This is an optimization exercise on Yosys and OpenROAD, whose aim is small area and a short achievable clock period, not a production implementation. Where RTL was checked, it was by simulation tests only, not by an equivalence proof against the original. Power figures rest on the tool's default switching activity, not on a simulated workload.

==> run P <==
==> flow/design.v <==
module fft_r2sdf_stage #(
  parameter int unsigned N_LOG2 = 8,
  parameter int unsigned STAGE  = 0,
  parameter int unsigned DW     = 16
) (
  input  logic          clk,
  input  logic          rst_n,
  input  logic          din_valid,
  input  logic          din_sop,
  input  logic [DW-1:0] din_re,
  input  logic [DW-1:0] din_im,
  output logic          dout_valid,
  output logic          dout_sop,
  output logic [DW-1:0] dout_re,
  output logic [DW-1:0] dout_im,
  output logic [15:0]   dout_theta
);
  localparam int unsigned D   = 2 ** (N_LOG2 - 1 - STAGE);
  localparam int unsigned CW  = N_LOG2 - STAGE;
  localparam int unsigned DW1 = DW + 1;
  logic [CW-1:0]         cnt;
  logic                  primed;
  logic                  bfly, rot0;
  logic [15:0]           th_cnt;
  logic signed [DW-1:0]  a_re, a_im, neg_re, pre_re, pre_im, fil_re, fil_im;
  logic signed [DW-1:0]  sum_re, sum_im, dif_re, dif_im;
  logic signed [DW-1:0]  o_re, o_im, push_re, push_im;
  logic signed [DW1-1:0] sum_re_w, sum_im_w, dif_re_w, dif_im_w;
  logic signed [DW-1:0]  dl_re [D];
  logic signed [DW-1:0]  dl_im [D];
  always_comb begin
    a_re   = dl_re[D-1];
    a_im   = dl_im[D-1];
    rot0   = ~cnt[CW-1] && (cnt[CW-2:0] > (CW-1)'(D/2));
    pre_re = rot0 ? a_im : a_re;
    for (int i = 0; i < DW; i++)
      neg_re[i] = a_re[i] ^ (|(a_re & DW'((1 << i) - 1)));
    pre_im = rot0 ? neg_re : a_im;
    th_cnt = '0;
    for (int i = 0; i < D; i++)
      if (cnt[CW-2:0] == (CW-1)'(i))
        th_cnt = 16'(-360 * ((i > D/2) ? i - D/2 : i));
    if (cnt[CW-1]) th_cnt = '0;
  end
  always_comb begin
    bfly     = cnt[CW-1] & ~din_sop;
    sum_re_w = DW1'(a_re) + DW1'($signed(din_re));
    sum_im_w = DW1'(a_im) + DW1'($signed(din_im));
    dif_re_w = DW1'(a_re) - DW1'($signed(din_re));
    dif_im_w = DW1'(a_im) - DW1'($signed(din_im));
    sum_re   = DW'(sum_re_w >>> 1);
    sum_im   = DW'(sum_im_w >>> 1);
    dif_re   = DW'(dif_re_w >>> 1);
    dif_im   = DW'(dif_im_w >>> 1);
    fil_re   = din_sop ? a_re : pre_re;
    fil_im   = din_sop ? a_im : pre_im;
    o_re     = bfly ? sum_re : fil_re;
    o_im     = bfly ? sum_im : fil_im;
    push_re  = bfly ? dif_re : din_re;
    push_im  = bfly ? dif_im : din_im;
  end
  always_ff @(posedge clk) begin
    if (din_valid) begin
      dl_re[0] <= push_re;
      dl_im[0] <= push_im;
      for (int unsigned i = 1; i < D; i++) begin
        dl_re[i] <= dl_re[i-1];
        dl_im[i] <= dl_im[i-1];
      end
    end
  end
  always_ff @(posedge clk) begin
    dout_re          <= o_re;
    dout_im          <= o_im;
    dout_theta[15:3] <= din_sop ? 13'd0 : th_cnt[15:3];
  end
  assign dout_theta[2:0] = 3'd0;   
  always_ff @(posedge clk or negedge rst_n) begin
    if (!rst_n) begin
      cnt        <= '0;
      primed     <= 1'b0;
      dout_valid <= 1'b0;
      dout_sop   <= 1'b0;
    end else begin
      dout_valid <= din_valid & (bfly | primed);
      dout_sop   <= din_valid & ~din_sop & (cnt == CW'(D));
      if (din_valid) begin
        cnt <= din_sop ? CW'(1) : cnt + CW'(1);
        if (bfly) primed <= 1'b1;
      end
    end
  end
endmodule
==> flow/run.sh <==
#!/bin/bash
# synth_recipe.tcl (not shown) runs the flow's synth.tcl, then flattens the netlist and writes it again
# the make line also repeats each setting of config.mk as NAME=value (left out here)
make -C /OpenROAD-flow-scripts/flow DESIGN_CONFIG=/design/flow/config.mk WORK_HOME=/design/flow/orfs CLKGATE_MAP_FILE= SYNTH_SCRIPT=/design/flow/synth_recipe.tcl finish
==> flow/config.mk <==
export PLATFORM = sky130hd
export DESIGN_NAME = fft_r2sdf_stage
export DESIGN_NICKNAME = fft_r2sdf_stage
export VERILOG_FILES = /design/flow/design.v
export SDC_FILE = /design/flow/constraint.sdc
export NUM_CORES = 4
export LEC_CHECK = 0
export ABC_CLOCK_PERIOD_IN_PS = 1000
export CAP_MARGIN = 20
export CORE_MARGIN = 2
export CORE_UTILIZATION = 65
export CTS_CLUSTER_DIAMETER = 80
export CTS_CLUSTER_SIZE = 30
export SETUP_SLACK_MARGIN = 3.0
export SLEW_MARGIN = 20
==> flow/constraint.sdc <==
create_clock -name core_clock -period 5.5 [get_ports {clk}]
set_input_delay 1.1000 -clock core_clock [delete_from_list [all_inputs] [get_ports {clk}]]
set_output_delay 1.1000 -clock core_clock [all_outputs]
set_load 0.01 [all_outputs]
==> inputs of run H, as changes to run P <==
==> flow/design.v (replaced) <==
module fft_r2sdf_stage #(
  parameter int unsigned N_LOG2 = 8,
  parameter int unsigned STAGE  = 0,
  parameter int unsigned DW     = 16
) (
  input  logic          clk,
  input  logic          rst_n,
  input  logic          din_valid,
  input  logic          din_sop,
  input  logic [DW-1:0] din_re,
  input  logic [DW-1:0] din_im,
  output logic          dout_valid,
  output logic          dout_sop,
  output logic [DW-1:0] dout_re,
  output logic [DW-1:0] dout_im,
  output logic [15:0]   dout_theta
);
  localparam int unsigned D   = 2 ** (N_LOG2 - 1 - STAGE);
  localparam int unsigned CW  = N_LOG2 - STAGE;
  localparam int unsigned KW  = N_LOG2;
  localparam int unsigned DW1 = DW + 1;
  localparam int unsigned TW  = 16;
  localparam int unsigned AW  = (N_LOG2 + 10 > 18) ? N_LOG2 + 10 : 18;
  localparam logic signed [AW-1:0] NEG_QUARTER = AW'(-23040);
  logic [CW-1:0]  cnt, cnt_nxt, c_eff, m;
  logic           primed, primed_nxt;
  logic           fill, out_valid, out_sop, rot;
  logic [KW-1:0]  k;
  logic [AW-1:0]  prod;
  logic signed [AW-1:0]  raw, theta_w;
  logic signed [DW-1:0]  a_re, a_im, b_re, b_im;
  logic signed [DW-1:0]  sum_re, sum_im, dif_re, dif_im;
  logic signed [DW-1:0]  o_re, o_im, push_re, push_im;
  logic signed [DW1-1:0] sum_re_w, sum_im_w, dif_re_w, dif_im_w;
  logic signed [DW-1:0]  dl_re [D];
  logic signed [DW-1:0]  dl_im [D];
  always_comb begin
    c_eff      = din_sop ? '0 : cnt;
    fill       = ~c_eff[CW-1];
    m          = c_eff & CW'(D - 1);
    a_re       = dl_re[D-1];
    a_im       = dl_im[D-1];
    b_re       = din_re;
    b_im       = din_im;
    sum_re_w   = DW1'(a_re) + DW1'(b_re);
    sum_im_w   = DW1'(a_im) + DW1'(b_im);
    dif_re_w   = DW1'(a_re) - DW1'(b_re);
    dif_im_w   = DW1'(a_im) - DW1'(b_im);
    sum_re     = DW'(sum_re_w >>> 1);
    sum_im     = DW'(sum_im_w >>> 1);
    dif_re     = DW'(dif_re_w >>> 1);
    dif_im     = DW'(dif_im_w >>> 1);
    k          = fill ? (KW'(m) << STAGE) : '0;
    prod       = AW'(k) * AW'(360);
    raw        = -$signed(prod);
    rot        = fill && (raw < NEG_QUARTER);
    theta_w    = rot ? (raw - NEG_QUARTER) : raw;
    o_re       = fill ? a_re : sum_re;
    o_im       = fill ? a_im : sum_im;
    push_re    = fill ? b_re : dif_re;
    push_im    = fill ? b_im : dif_im;
    out_valid  = din_valid && (!fill || primed);
    out_sop    = out_valid && (c_eff == CW'(D));
    cnt_nxt    = cnt;
    primed_nxt = primed;
    if (rot) begin
      o_re = a_im;
      o_im = -a_re;
    end
    if (din_valid) begin
      cnt_nxt = c_eff + CW'(1);
      if (!fill) primed_nxt = 1'b1;
    end
  end
  always_ff @(posedge clk) begin
    if (din_valid) begin
      dl_re[0] <= push_re;
      dl_im[0] <= push_im;
      for (int unsigned i = 1; i < D; i++) begin
        dl_re[i] <= dl_re[i-1];
        dl_im[i] <= dl_im[i-1];
      end
    end
  end
  always_ff @(posedge clk or negedge rst_n) begin
    if (!rst_n) begin
      cnt        <= '0;
      primed     <= 1'b0;
      dout_valid <= 1'b0;
      dout_sop   <= 1'b0;
      dout_re    <= '0;
      dout_im    <= '0;
      dout_theta <= '0;
    end else begin
      cnt        <= cnt_nxt;
      primed     <= primed_nxt;
      dout_valid <= out_valid;
      dout_sop   <= out_sop;
      if (out_valid) begin
        dout_re    <= o_re;
        dout_im    <= o_im;
        dout_theta <= TW'(theta_w);
      end
    end
  end
endmodule
ABC_CLOCK_PERIOD_IN_PS = default   (was 1000)
CORE_UTILIZATION = 40   (was 65)
CTS_CLUSTER_DIAMETER = default   (was 80)
CTS_CLUSTER_SIZE = default   (was 30)
SETUP_SLACK_MARGIN = default   (was 3.0)
==> inputs of run B, as changes to run P <==
--- a/flow/design.v
+++ b/flow/design.v
@@ -27,5 +27,25 @@
   logic signed [DW-1:0]  o_re, o_im, push_re, push_im;
-  logic signed [DW1-1:0] sum_re_w, sum_im_w, dif_re_w, dif_im_w;
   logic signed [DW-1:0]  dl_re [D];
   logic signed [DW-1:0]  dl_im [D];
+  function automatic logic [DW-1:0] add_half(input logic [DW-1:0] x, input logic [DW-1:0] y,
+                                             input logic ci);
+    logic [DW-1:0] p, g, gg, pp, gn, pn, c;
+    p  = x ^ y;
+    g  = x & y;
+    gg = g;
+    pp = p;
+    gg[0] = g[0] | (p[0] & ci);
+    for (int d = 1; d < DW; d = d * 2) begin
+      gn = gg;
+      pn = pp;
+      for (int i = d; i < DW; i++) begin
+        gn[i] = gg[i] | (pp[i] & gg[i-d]);
+        pn[i] = pp[i] & pp[i-d];
+      end
+      gg = gn;
+      pp = pn;
+    end
+    c = {gg[DW-2:0], ci};
+    add_half = {p[DW-1] ^ gg[DW-1], p[DW-1:1] ^ c[DW-1:1]};
+  endfunction
   always_comb begin
@@ -46,10 +66,6 @@
     bfly     = cnt[CW-1] & ~din_sop;
-    sum_re_w = DW1'(a_re) + DW1'($signed(din_re));
-    sum_im_w = DW1'(a_im) + DW1'($signed(din_im));
-    dif_re_w = DW1'(a_re) - DW1'($signed(din_re));
-    dif_im_w = DW1'(a_im) - DW1'($signed(din_im));
-    sum_re   = DW'(sum_re_w >>> 1);
-    sum_im   = DW'(sum_im_w >>> 1);
-    dif_re   = DW'(dif_re_w >>> 1);
-    dif_im   = DW'(dif_im_w >>> 1);
+    sum_re   = add_half(a_re, din_re, 1'b0);
+    sum_im   = add_half(a_im, din_im, 1'b0);
+    dif_re   = add_half(a_re, ~din_re, 1'b1);
+    dif_im   = add_half(a_im, ~din_im, 1'b1);
     fil_re   = din_sop ? a_re : pre_re;
==> flow/flow/run.sh (new file) <==
#!/bin/bash
# Standard ORFS layout with three changes:
#  - synthesis maps adders as plain logic (no full-adder cells) and runs a delay-oriented
#    ABC script (flow/synth.tcl, flow/abc_speed.script); registers are the standard ones;
#  - the port buffers are plain buffers instead of the delay cells buffer_ports picks.
#  - all pins are placed on the middle of the left edge, so the datapath sits next to them.
set -euo pipefail
here=$(pwd)
export FLOW_ABC_SCRIPT=$here/flow/abc_speed.script
export FLOW_ABC_DONT_USE=$here/flow/abc_dont_use.txt
export BUFFER_PORTS_ARGS="-buffer_cell sky130_fd_sc_hd__buf_4"
export PLACE_PINS_ARGS="-exclude top:* -exclude bottom:* -exclude right:* -exclude left:0-170 -exclude left:280-452"
bash standard.sh SYNTH_SCRIPT=$here/flow/synth.tcl ADDER_MAP_FILE= finish > standard.log 2>&1
==> flow/flow/abc_dont_use.txt (new file) <==
sky130_fd_sc_hd__maj3_* sky130_fd_sc_hd__or4* sky130_fd_sc_hd__nor4* sky130_fd_sc_hd__and4* sky130_fd_sc_hd__nand4* sky130_fd_sc_hd__*2111* sky130_fd_sc_hd__*311*
==> flow/flow/abc_speed.script (new file) <==
&get -n
&st
&syn2
&if -g -K 6
&synch2
&if -g -K 6
&synch2
&nf {D}
&put
buffer -c
upsize {D}
dnsize {D}
==> flow/flow/synth.tcl (new file) <==
# synth_recipe.tcl (the standard synthesis) with one change: ABC's logic mapping runs the
# delay-oriented script flow/abc_speed.script instead of ORFS's, and does not map to the
# slow complex cells listed in flow/abc_dont_use.txt. Registers are untouched.
proc synth {args} { yosys synth -nofsm -noshare {*}$args }
proc abc {args} {
  set i [lsearch -exact $args -script]
  if {$i >= 0} { set args [lreplace $args [expr {$i + 1}] [expr {$i + 1}] $::env(FLOW_ABC_SCRIPT)] }
  set f [open $::env(FLOW_ABC_DONT_USE)]
  foreach c [read $f] { lappend args -dont_use $c }
  close $f
  yosys abc {*}$args
}
source $::env(SCRIPTS_DIR)/synth.tcl
# left out here: clear keep_hierarchy, flatten, clean up, hide names made inside functions, write 1_2_yosys.v
==> flow/standard.sh (new file) <==
#!/bin/bash
# synth_recipe.tcl (not shown) runs the flow's synth.tcl, then flattens the netlist and writes it again
# the make line also repeats each setting of config.mk as NAME=value (left out here)
make -C /OpenROAD-flow-scripts/flow DESIGN_CONFIG=/design/flow/config.mk WORK_HOME=/design/flow/orfs CLKGATE_MAP_FILE= SYNTH_SCRIPT=/design/flow/synth_recipe.tcl "${@:-finish}"
SETUP_SLACK_MARGIN = 3.2   (was 3.0)
removed: flow/run.sh
==> results.txt <==
- Run H completed without violations. Run P finished with timing, DRC and antenna clean. Run B never finished: it broke off in 3_2_place_iop, error PPL-0024.
- Clock skew: run H is higher than run P (0.050 ns).
- Between run H and run P, the lower register-to-register slack is in run H (gap 1.9 ns).
- Total power: run P is smaller than run H (18%).
- In run P the clock power is smaller than in run H, by about 46%.
- Of run P and run H, run P has the higher fmax (gap about 80%, measured against run H).
==> figures <==
|  | run H | run P | run B |
|---|---|---|---|
| Result of the run | finished clean | finished clean | aborted with a tool error |
| Stage where the flow stopped | - | - | 3_2_place_iop |
| Via count | 47100 | 49700 | - |
| Register share of total power | 56.6% | 68.7% | - |
| Post-cts repair resize count | 0 | 484 | - |
| Group drawing the most power | registers | registers | - |
| Pwr Total | 0.0663 W | 0.0545 W | - |
| Internal Dissipation | 0.0531 W | 0.0435 W | - |
| Post-synthesis instance area | 131000 um2 | 132000 um2 | 130000 um2 |
| Met1 demand-to-capacity share in global routing | 16.5% | 31.3% | - |
| Total area of sequential cells | 124000 um2 | 124000 um2 | - |
| Number of non-clock buffers | 191 | 394 | - |
Function not checked in run P: the RTL went through the layout flow alone.

## what the ideal ports hide
The results above use ideal ports. As a check the final layouts listed here were re-extracted and re-timed, cells and wires unchanged.
Step 1, drivers: a clkbuf_16 drives clk and a buf_2 each remaining input, both assumed.
Step 2 also shifts input and output timing later by t, the mid clock arrival at the registers, as if the neighbouring blocks saw the same clock.
a / b / c = ideal ports / drivers / drivers and shift; a / b = the first two.
| run | t, ns | setup slack, ns | hold WS [ns] | worst setup path after step 2 | latest minus earliest clock arrival (ns) |
|---|---|---|---|---|---|
| run P | 0.932 | 2.598 / 2.509 / 1.576 | 0.399 / 0.399 / 0.399 | input to register | 0.062 / 0.061 |
| run H | 0.990 | 0.361 / 0.405 / -0.585 | 0.155 / 0.084 / 0.346 | input to register | 0.099 / 0.098 |
Met with ideal ports but missed after step 2: setup timing in run H. The setup slack of run P, which loses most, moves by -0.089 ns with the drivers and by -1.022 ns with both steps.
